Source: an optimization exercise on an open RTL-to-GDS flow (aim: a short achievable clock period and few clock cycles). Production flows keep margins and buffers that such runs may drop. Function was checked by simulation only, so behaviour that the tests miss may differ from the original. The flow treats the clock pin as an ideal source, which a real chip does not have. No activity file was given, so power comes from the tool's default toggle rates.

==> inputs of run H <==
Design mips_datapath, start of the top module:
module mips_datapath (
  input  logic             clk,
  input  logic             rst_n,
  input  logic             run,
  output logic [29:0]      inst_mem_addr,
  input  logic [31:0]      inst_mem_data,
  output logic [5:0]       opcode,
  output logic [5:0]       fcode,
  input  logic [13:0]      ctrl,
  output logic             data_mem_we,
  output logic [3:0]       data_mem_be,
  output logic [29:0]      data_mem_addr,
  output logic [31:0]      data_mem_wdata,
  input  logic [31:0]      data_mem_rdata
);
  logic [31:0] ir;
  logic        stall;
  logic [4:0]  e_dst;
  logic        e_is_load, e_is_store, e_partial;
  logic [1:0]  e_mem_op;
  logic [11:0] e_sel;
  logic [4:0]  e_shamt;
  logic [31:0] d_a, d_b, d_sd;
  logic        d_fa, d_fb, d_fsd;
  logic [4:0]  m_dst;
  logic        m_is_load, m_is_store;
  logic [31:0] m_result;
  logic [3:0]  m_be;
  logic [31:0] m_wdata;
  logic [14:0] m_vsel;
  logic [31:0] m_value;
  logic [4:0]  w_dst;
  logic [31:0] w_value;
  logic        e_late, m_late;
  logic [4:0]  e_lsrc;
  logic [31:0] m_a, m_b;
  logic [11:0] m_sel;
  logic [4:0]  m_shamt;
  logic [31:0] l_sum, l_diff, l_lg, l_shl, l_shr;
  logic        l_lt;
  fetch_stage fetch_unit (
    .clk, .rst_n, .run, .stall,
    .inst_mem_addr, .inst_mem_data, .ir
  );
  decode_stage decode_unit (
    .clk, .rst_n, .run, .ir, .ctrl, .opcode, .fcode,
    .m_dst, .m_late, .m_value, .w_dst, .w_value, .stall,
  ...
==> module fetch_stage, before the edit <==
module fetch_stage (
  input  logic        clk,
  input  logic        rst_n,
  input  logic        run,
  input  logic        stall,
  output logic [29:0] inst_mem_addr,
  input  logic [31:0] inst_mem_data,
  output logic [31:0] ir              
);
  logic [29:0] pc;        
  logic        advance;
  assign advance       = run && !stall;   
  assign inst_mem_addr = pc;
  hold_reg_r #(.W(30)) pc_r (.clk, .rst_n, .en (advance), .d (pc + 30'd1),   .q (pc));
  hold_reg_r #(.W(32)) ir_r (.clk, .rst_n, .en (advance), .d (inst_mem_data), .q (ir));
endmodule
Settings: LEC_CHECK=0, CAP_MARGIN=20, CORE_MARGIN=2, CORE_UTILIZATION=40, SETUP_SLACK_MARGIN=3.3, SLEW_MARGIN=20, TNS_END_PERCENT=100; clock period 6.0 ns.
standard.sh (not shown) runs the stock make flow with config.mk's settings and CLKGATE_MAP_FILE= SYNTH_SCRIPT=/design/flow/synth_recipe.tcl, a recipe that flattens the netlist after the stock synthesis.
==> flow/flow/run.sh <==
#!/bin/bash
# The standard layout through clock-tree synthesis, two more setup-repair
# passes on that layout (flow/repair.tcl), then the standard layout on to
# the end. Each tool's output goes to a log of its own here.
set -euo pipefail
bash standard.sh cts > std_to_cts.log 2>&1
openroad -exit flow/repair.tcl > extra_repair.log 2>&1
bash standard.sh > std_to_finish.log 2>&1
Other scripts of this flow, unchanged in this note and not shown: flow/flow/repair.tcl
==> run B (differences from run H) <==
--- a/flow/design.v
+++ b/flow/design.v
@@ -197,8 +197,8 @@
   logic        advance;
   assign advance       = run && !stall;   
   assign inst_mem_addr = pc;
-  hold_reg_r #(.W(30)) pc_r (.clk, .rst_n, .en (advance), .d (pc + 30'd1),   .q (pc));
-  hold_reg_r #(.W(32)) ir_r (.clk, .rst_n, .en (advance), .d (inst_mem_data), .q (ir));
+  assign ir            = inst_mem_data;
+  hold_reg_r #(.W(30)) pc_r (.clk, .rst_n, .en (advance), .d (pc + 30'd1), .q (pc));
 endmodule
 `default_nettype wire
 `timescale 1ns/1ps
==> notes <==
Against run H, the global-route usage of run B is higher by 0.55 points. Against run H, the synthesized cell count of run B is lower by 1.0%. Register-to-register slack: run H is higher than run B (190 ps). Wire length: run H is lower than run B (0.89%). In run H the critical path depth is higher than in run B, by 2. Of run H and run B, run H has the higher final cell count (gap 1.4%, measured against run B). Of run H and run B, run H has the higher first-iteration DRC count (gap about 6%, measured against run B).
==> figures <==
	run B	run H
Number of buffers created by CTS	149	157
Share of the clock period used by the worst path after layout	0.5879	0.5570
Met2 usage	0.5524	0.5394
Post-detailed-routing wire length	384,500 um	381,100 um
Outcome	timing/DRC/antenna clean	timing/DRC/antenna clean
Combinational share of power	0.416	0.448
First drt pass iteration count	9	8
HPWL after detailed placement	243,300 um	235,100 um
Post-route worst setup slack	2473 ps	2658 ps
Worst Skew	86.00 ps	82.01 ps
Combinational Power	15.2 mW	18.7 mW
Maximum number of pins on one net before global-route repair	75	83
Summed area of non-filler cells in the final layout	106,100 um2	108,500 um2
Post-place instance area	87,120 um2	87,130 um2
Clk cell area share	0.04491	0.04907
Testbench counts of run H, summed over its fixed seeds: cycles 135,911.
Testbench counts of run B, summed over its fixed seeds: cycles 135,719.

==> run E: inputs <==
Starting RTL as in the previous note.
make LEC_CHECK=0 CAP_MARGIN=20 CORE_MARGIN=2 CORE_UTILIZATION=40 SETUP_SLACK_MARGIN=3.3 SLEW_MARGIN=20 TNS_END_PERCENT=100 finish   # period 6.0 ns
run.sh (not shown) runs the stock make flow with config.mk's settings and CLKGATE_MAP_FILE= SYNTH_SCRIPT=/design/flow/synth_recipe.tcl, a recipe that flattens the netlist after the stock synthesis.
Stock flow here: none of the scripts above is used.
==> run K (differences from run E) <==
--- a/flow/design.v
+++ b/flow/design.v
@@ -98,43 +98,14 @@
                 | ({32{sel[3]}} & lg)
                 | {31'd0, sel[2] & lt}
                 | ({32{sel[1]}} & shl)
                 | ({32{sel[0]}} & shr)
                 | ({32{other_sel}} & other)
                 | ({32{hold_sel}} & hold);
 endmodule
-module result_pick3 (
-  input  logic [5:0]  sel,
-  input  logic [31:0] sum,
-  input  logic [31:0] diff,
-  input  logic [31:0] lg,
-  input  logic        lt,
-  input  logic [31:0] shl,
-  input  logic [31:0] shr,
-  input  logic        o1_sel,
-  input  logic [31:0] o1,
-  input  logic        o2_sel,
-  input  logic [31:0] o2,
-  input  logic        o3_sel,
-  input  logic [31:0] o3,
-  input  logic        hold_sel,
-  input  logic [31:0] hold,
-  output logic [31:0] result
-);
-  assign result = ({32{sel[5]}} & sum)
-                | ({32{sel[4]}} & diff)
-                | ({32{sel[3]}} & lg)
-                | {31'd0, sel[2] & lt}
-                | ({32{sel[1]}} & shl)
-                | ({32{sel[0]}} & shr)
-                | ({32{o1_sel}} & o1)
-                | ({32{o2_sel}} & o2)
-                | ({32{o3_sel}} & o3)
-                | ({32{hold_sel}} & hold);
-endmodule
 `default_nettype wire
 `timescale 1ns/1ps
 `default_nettype none
 module regfile (
   input  logic        clk,
   input  logic [4:0]  wr_addr,    
   input  logic [31:0] wr_data,
@@ -208,28 +179,25 @@
   input  logic        rst_n,
   input  logic        run,
   input  logic [31:0] ir,
   input  logic [13:0] ctrl,
   output logic [5:0]  opcode,
   output logic [5:0]  fcode,
   input  logic [4:0]  m_dst,       
-  input  logic        m_late,      
   input  logic [31:0] m_value,     
   input  logic [4:0]  w_dst,       
   input  logic [31:0] w_value,
   output logic        stall,
   output logic [4:0]  e_dst,
   output logic        e_is_load,
   output logic        e_is_store,
   output logic        e_partial,
   output logic [1:0]  e_mem_op,
   output logic [11:0] e_sel,       
   output logic [4:0]  e_shamt,
-  output logic        e_late,      
-  output logic [4:0]  e_lsrc,      
   output logic [31:0] d_a,
   output logic [31:0] d_b,
   output logic [31:0] d_sd,
   output logic        d_fa,
   output logic        d_fb,
   output logic        d_fsd
 );
@@ -241,16 +209,14 @@
   logic [31:0] rf_1, rf_2;
   logic [31:0] rv_1, rv_2;
   logic [31:0] imm_ext;
   logic [4:0]  dst;
   logic        active;
   logic        uses_rs, uses_rt;
   logic        e_hit_rs, e_hit_rt;
-  logic        m_hit_rs, m_hit_rt;
-  logic        is_alu, e_slow, a_m, a_w, b_m, b_w, sd_w, late;
   logic [11:0] sel;
   logic [3:0]  tt;
   assign opcode = ir[31:26];
   assign fcode  = ir[5:0];
   assign rs     = ir[25:21];
   assign rt     = ir[20:16];
   assign rd     = ir[15:11];
@@ -299,44 +265,29 @@
                 c_alu_op == 4'd7,
                 c_alu_op == 4'd8,
                 c_alu_op == 4'd9 || c_alu_op == 4'd10,
                 c_alu_op == 4'd10};
   assign active   = c_write_reg || c_write_mem;
   assign uses_rs  = active && !c_alu_op[3];       
   assign uses_rt  = active && !c_alu_src_b;
-  assign is_alu   = c_write_reg && !c_alu_or_mem && !c_write_mem;
   assign e_hit_rs = (e_dst != 5'd0) && (rs == e_dst);
   assign e_hit_rt = (e_dst != 5'd0) && (rt == e_dst);
-  assign m_hit_rs = (m_dst != 5'd0) && (rs == m_dst);
-  assign m_hit_rt = (m_dst != 5'd0) && (rt == m_dst);
-  assign e_slow   = e_is_load || e_late;
-  assign a_m      = uses_rs && e_hit_rs && e_slow;
-  assign a_w      = uses_rs && !e_hit_rs && m_hit_rs && m_late;
-  assign b_m      = uses_rt && e_hit_rt && e_slow;
-  assign b_w      = uses_rt && !e_hit_rt && m_hit_rt && m_late;
-  assign sd_w     = c_write_mem && !e_hit_rt && m_hit_rt && m_late;
-  assign late     = is_alu && (a_m || a_w || b_m || b_w);
-  assign stall    = (!is_alu && (a_m || a_w || b_m || b_w)) ||
-                    (c_write_mem && e_hit_rt && e_late);
+  assign stall    = e_is_load && ((e_hit_rs && uses_rs) || (e_hit_rt && uses_rt));
   assign d_a   = rv_1;
   assign d_b   = c_alu_src_b ? imm_ext : rv_2;
   assign d_sd  = rv_2;
   assign d_fa  = e_hit_rs;
   assign d_fb  = e_hit_rt && !c_alu_src_b;
   assign d_fsd = e_hit_rt;
-  hold_reg_r #(.W(8)) e_ctl_r (
+  hold_reg_r #(.W(7)) e_ctl_r (
     .clk, .rst_n, .en (run),
     .d ({stall ? 5'd0 : dst,
          !stall && c_alu_or_mem && (dst != 5'd0),
-         !stall && c_write_mem,
-         !stall && late}),
-    .q ({e_dst, e_is_load, e_is_store, e_late})
-  );
-  hold_reg #(.W(5)) e_lsrc_r (
-    .clk, .en (run), .d ({a_m, a_w, b_m, b_w, sd_w}), .q (e_lsrc)
+         !stall && c_write_mem}),
+    .q ({e_dst, e_is_load, e_is_store})
   );
   hold_reg #(.W(20)) e_op_r (
     .clk, .en (run),
     .d ({ctrl[mips_pkg::c_mem_partial],
          ctrl[mips_pkg::c_mem_op_hi:mips_pkg::c_mem_op_lo],
          sel,
          ir[10:6]}),
@@ -353,51 +304,38 @@
   input  logic [4:0]  e_dst,
   input  logic        e_is_load,
   input  logic        e_is_store,
   input  logic        e_partial,
   input  logic [1:0]  e_mem_op,
   input  logic [11:0] e_sel,
   input  logic [4:0]  e_shamt,
-  input  logic        e_late,
-  input  logic [4:0]  e_lsrc,       
   input  logic [31:0] d_a,
   input  logic [31:0] d_b,
   input  logic [31:0] d_sd,
   input  logic        d_fa,
   input  logic        d_fb,
   input  logic        d_fsd,
   input  logic [31:0] m_value,      
-  input  logic [31:0] w_value,      
-  input  logic [31:0] l_sum, l_diff, l_lg, l_shl, l_shr,
-  input  logic        l_lt,
   output logic [4:0]  m_dst,
   output logic        m_is_load,
   output logic        m_is_store,
   output logic [31:0] m_result,
   output logic [3:0]  m_be,
   output logic [31:0] m_wdata,
-  output logic [14:0] m_vsel,       
-  output logic        m_late,
-  output logic [31:0] m_a,          
-  output logic [31:0] m_b,
-  output logic [11:0] m_sel,
-  output logic [4:0]  m_shamt
+  output logic [14:0] m_vsel        
 );
   logic [31:0] e_a;
   logic [31:0] e_b;
   logic [31:0] e_sd;
   logic [31:0] sd;
   logic [31:0] sum, diff, lg, shl, shr;
   logic        lt;
   logic [5:0]  sel;                  
   logic [31:0] e_a_d, e_b_d, m_result_d;
   logic        e_fsd;
-  logic        a_m, a_w, b_m, b_w, sd_w;
-  logic [5:0]  l_sel;                
-  logic [31:0] m_a_d, m_b_d;
   logic [1:0]  lo;                   
   logic        byte_op, half_op, word_op, sgn, ld;
   logic [3:0]  be;
   logic [31:0] wdata;
   logic [14:0] vsel;
   assign sel = {e_sel[11], e_sel[10], e_sel[9], 1'b1, e_sel[2], e_sel[1]};
   alu alu_unit (
@@ -434,15 +372,15 @@
   end
   assign lo      = e_a[1:0] + e_b[1:0];
   assign word_op = !e_partial;
   assign byte_op = e_partial && !e_mem_op[0];
   assign half_op = e_partial && e_mem_op[0];
   assign sgn     = e_mem_op[1];
   assign ld      = e_is_load;
-  assign sd = e_fsd ? m_value : sd_w ? w_value : e_sd;
+  assign sd = e_fsd ? m_value : e_sd;
   always_comb begin
     be    = 4'b1111;
     wdata = sd;
     if (byte_op) begin
       be    = 4'b0001 << lo;
       wdata = {4{sd[7:0]}};
     end else if (half_op) begin
@@ -463,44 +401,19 @@
     ld && e_partial && sgn,                                      
     byte_op && lo == 2'd0,                                       
     (byte_op && lo == 2'd1) || (half_op && !lo[1]),              
     byte_op && lo == 2'd2,                                       
     (byte_op && lo == 2'd3) || (half_op && lo[1]),               
     1'b0
   };
-  hold_reg_r #(.W(8)) m_ctl_r (
+  hold_reg_r #(.W(7)) m_ctl_r (
     .clk, .rst_n, .en (run),
-    .d ({e_dst, e_is_load, e_is_store, e_late}),
-    .q ({m_dst, m_is_load, m_is_store, m_late})
+    .d ({e_dst, e_is_load, e_is_store}),
+    .q ({m_dst, m_is_load, m_is_store})
   );
-  hold_reg #(.W(17)) m_op_r (
-    .clk, .en (run), .d ({e_sel, e_shamt}), .q ({m_sel, m_shamt})
-  );
-  assign {a_m, a_w, b_m, b_w, sd_w} = e_lsrc;
-  assign l_sel = {m_sel[11], m_sel[10], m_sel[9], 1'b1, m_sel[2], m_sel[1]};
-  result_pick3 pick_la (
-    .sel (l_sel & {6{run && a_m && m_late}}),
-    .sum (l_sum), .diff (l_diff), .lg (l_lg), .lt (l_lt), .shl (l_shl), .shr (l_shr),
-    .o1_sel (run && a_m && !m_late), .o1 (m_value),
-    .o2_sel (run && a_w),            .o2 (w_value),
-    .o3_sel (run && !a_m && !a_w),   .o3 (e_a),
-    .hold_sel (!run), .hold (m_a), .result (m_a_d)
-  );
-  result_pick3 pick_lb (
-    .sel (l_sel & {6{run && b_m && m_late}}),
-    .sum (l_sum), .diff (l_diff), .lg (l_lg), .lt (l_lt), .shl (l_shl), .shr (l_shr),
-    .o1_sel (run && b_m && !m_late), .o1 (m_value),
-    .o2_sel (run && b_w),            .o2 (w_value),
-    .o3_sel (run && !b_m && !b_w),   .o3 (e_b),
-    .hold_sel (!run), .hold (m_b), .result (m_b_d)
-  );
-  always_ff @(posedge clk) begin
-    m_a <= m_a_d;
-    m_b <= m_b_d;
-  end
   hold_reg #(.W(51)) m_mem_r (
     .clk, .en (run),
     .d ({be, wdata, vsel}),
     .q ({m_be, m_wdata, m_vsel})
   );
 endmodule
 `default_nettype wire
@@ -512,21 +425,14 @@
   input  logic        run,
   input  logic [4:0]  m_dst,
   input  logic        m_is_store,
   input  logic [31:0] m_result,
   input  logic [3:0]  m_be,
   input  logic [31:0] m_wdata,
   input  logic [14:0] m_vsel,
-  input  logic        m_late,
-  input  logic [31:0] m_a,
-  input  logic [31:0] m_b,
-  input  logic [11:0] m_sel,
-  input  logic [4:0]  m_shamt,
-  output logic [31:0] l_sum, l_diff, l_lg, l_shl, l_shr,
-  output logic        l_lt,
   output logic        data_mem_we,
   output logic [3:0]  data_mem_be,
   output logic [29:0] data_mem_addr,
   output logic [31:0] data_mem_wdata,
   input  logic [31:0] data_mem_rdata,
   output logic [31:0] m_value,      
   output logic [4:0]  w_dst,
@@ -549,36 +455,15 @@
                         | ({8{m_vsel[9]}}  & r[15:8])
                         | ({8{m_vsel[8]}}  & r[31:24])
                         | {8{m_vsel[7] & sign}};
   assign m_value[31:16] = ({16{m_vsel[14]}} & m_result[31:16])
                         | ({16{m_vsel[6]}}  & r[31:16])
                         | {16{m_vsel[5] & sign}};
   hold_reg_r #(.W(5)) w_dst_r (.clk, .rst_n, .en (run), .d (m_dst), .q (w_dst));
-  logic [5:0]  l_sel;
-  logic [31:0] w_value_d;
-  assign l_sel = {m_sel[11], m_sel[10], m_sel[9], 1'b1, m_sel[2], m_sel[1]};
-  alu late_alu_unit (
-    .op_slt   (m_sel[4]),
-    .op_sltu  (m_sel[3]),
-    .tt       (m_sel[8:5]),
-    .sr_arith (m_sel[0]),
-    .a        (m_a),
-    .b        (m_b),
-    .shamt    (m_shamt),
-    .sum (l_sum), .diff (l_diff), .lg (l_lg), .lt (l_lt), .shl (l_shl), .shr (l_shr)
-  );
-  result_pick pick_w (
-    .sel (l_sel & {6{run && m_late}}),
-    .sum (l_sum), .diff (l_diff), .lg (l_lg), .lt (l_lt), .shl (l_shl), .shr (l_shr),
-    .other_sel (run && !m_late), .other (m_value),
-    .hold_sel (!run), .hold (w_value), .result (w_value_d)
-  );
-  always_ff @(posedge clk) begin
-    w_value <= w_value_d;
-  end
+  hold_reg #(.W(32)) w_value_r (.clk, .en (run), .d (m_value), .q (w_value));
 endmodule
 `default_nettype wire
 `timescale 1ns/1ps
 `default_nettype none
 module mips_datapath (
   input  logic             clk,
   input  logic             rst_n,
@@ -608,42 +493,31 @@
   logic [31:0] m_result;
   logic [3:0]  m_be;
   logic [31:0] m_wdata;
   logic [14:0] m_vsel;
   logic [31:0] m_value;
   logic [4:0]  w_dst;
   logic [31:0] w_value;
-  logic        e_late, m_late;
-  logic [4:0]  e_lsrc;
-  logic [31:0] m_a, m_b;
-  logic [11:0] m_sel;
-  logic [4:0]  m_shamt;
-  logic [31:0] l_sum, l_diff, l_lg, l_shl, l_shr;
-  logic        l_lt;
   fetch_stage fetch_unit (
     .clk, .rst_n, .run, .stall,
     .inst_mem_addr, .inst_mem_data, .ir
   );
   decode_stage decode_unit (
     .clk, .rst_n, .run, .ir, .ctrl, .opcode, .fcode,
-    .m_dst, .m_late, .m_value, .w_dst, .w_value, .stall,
-    .e_dst, .e_is_load, .e_is_store, .e_partial, .e_mem_op, .e_sel, .e_shamt, .e_late, .e_lsrc,
+    .m_dst, .m_value, .w_dst, .w_value, .stall,
+    .e_dst, .e_is_load, .e_is_store, .e_partial, .e_mem_op, .e_sel, .e_shamt,
     .d_a, .d_b, .d_sd, .d_fa, .d_fb, .d_fsd
   );
   execute_stage execute_unit (
     .clk, .rst_n, .run,
-    .e_dst, .e_is_load, .e_is_store, .e_partial, .e_mem_op, .e_sel, .e_shamt, .e_late, .e_lsrc,
-    .d_a, .d_b, .d_sd, .d_fa, .d_fb, .d_fsd, .m_value, .w_value,
-    .l_sum, .l_diff, .l_lg, .l_shl, .l_shr, .l_lt,
-    .m_late, .m_a, .m_b, .m_sel, .m_shamt,
+    .e_dst, .e_is_load, .e_is_store, .e_partial, .e_mem_op, .e_sel, .e_shamt,
+    .d_a, .d_b, .d_sd, .d_fa, .d_fb, .d_fsd, .m_value,
     .m_dst, .m_is_load, .m_is_store, .m_result, .m_be, .m_wdata, .m_vsel
   );
   memory_stage memory_unit (
     .clk, .rst_n, .run,
     .m_dst, .m_is_store, .m_result, .m_be, .m_wdata, .m_vsel,
-    .m_late, .m_a, .m_b, .m_sel, .m_shamt,
-    .l_sum, .l_diff, .l_lg, .l_shl, .l_shr, .l_lt,
     .data_mem_we, .data_mem_be, .data_mem_addr, .data_mem_wdata, .data_mem_rdata,
     .m_value, .w_dst, .w_value
   );
 endmodule
 `default_nettype wire
==> comparison table <==
|  | run E | run K |
|---|---|---|
| M1 GR Usage | 0.430 | 0.371 |
| P_clk | 10.1 mW | 8.87 mW |
| Final non-clock buffer share | 0.116 | 0.108 |
| Number of storage elements in the synthesis netlist | 1389 | 1302 |
| WL met1 | 132000 µm | 95200 µm |
| Outcome | timing/DRC/antenna clean | timing/DRC/antenna clean |
| Routed Wire Length | 377000 µm | 279000 µm |
| Number of instances in the synthesized netlist | 6789 | 4929 |
| Register area share after synthesis | 0.475 | 0.539 |
| NumNets Final | 7597 | 5558 |
| Total Die Area | 209000 µm² | 177000 µm² |
| Multiplexer area fraction after synthesis | 0.216 | 0.230 |
| Slack of the worst reg-to-reg path | 2.66 ns | 2.73 ns |
| Final antenna diode count | 13 | 3 |
| Compound-gate portion of the synthesized area | 0.142 | 0.106 |
Testbench counts of run E, summed over its fixed seeds: cycles 135,911.
Testbench counts of run K, summed over its fixed seeds: cycles 138,825.

-- what the ideal ports hide --
No port has a modelled driver above. Below, the same layouts with a new extraction and two added sets of constraints. Step 1 assumes that a clkbuf_16 drives the clock port and a buf_2 every other input. Step 2 also shifts input and output timing later by t, the mid clock arrival at the registers, as if the neighbouring blocks saw the same clock. Slacks: ideal ports / drivers / drivers and shift; pairs: ideal ports / drivers.
run	shift t [ns]	setup slack, ns	hold slack, ns	clock arrival spread, ns	cell pins on the clock port's net
run H	0.913	2.658 / 2.658 / 1.856	0.460 / 0.460 / 0.460	0.082 / 0.082	1
run B	0.896	2.473 / 2.374 / 1.477	0.458 / 0.458 / 0.458	0.088 / 0.087	1
run E	0.911	2.662 / 2.654 / 1.742	0.457 / 0.457 / 0.457	0.088 / 0.087	1
run K	0.882	2.540 / 2.597 / 1.715	0.465 / 0.465 / 0.465	0.030 / 0.030	1
After both steps setup and hold are still met in every run listed. For run B, which loses most, drivers alone change the setup slack by -0.099 ns; drivers and shift together by -0.996 ns.
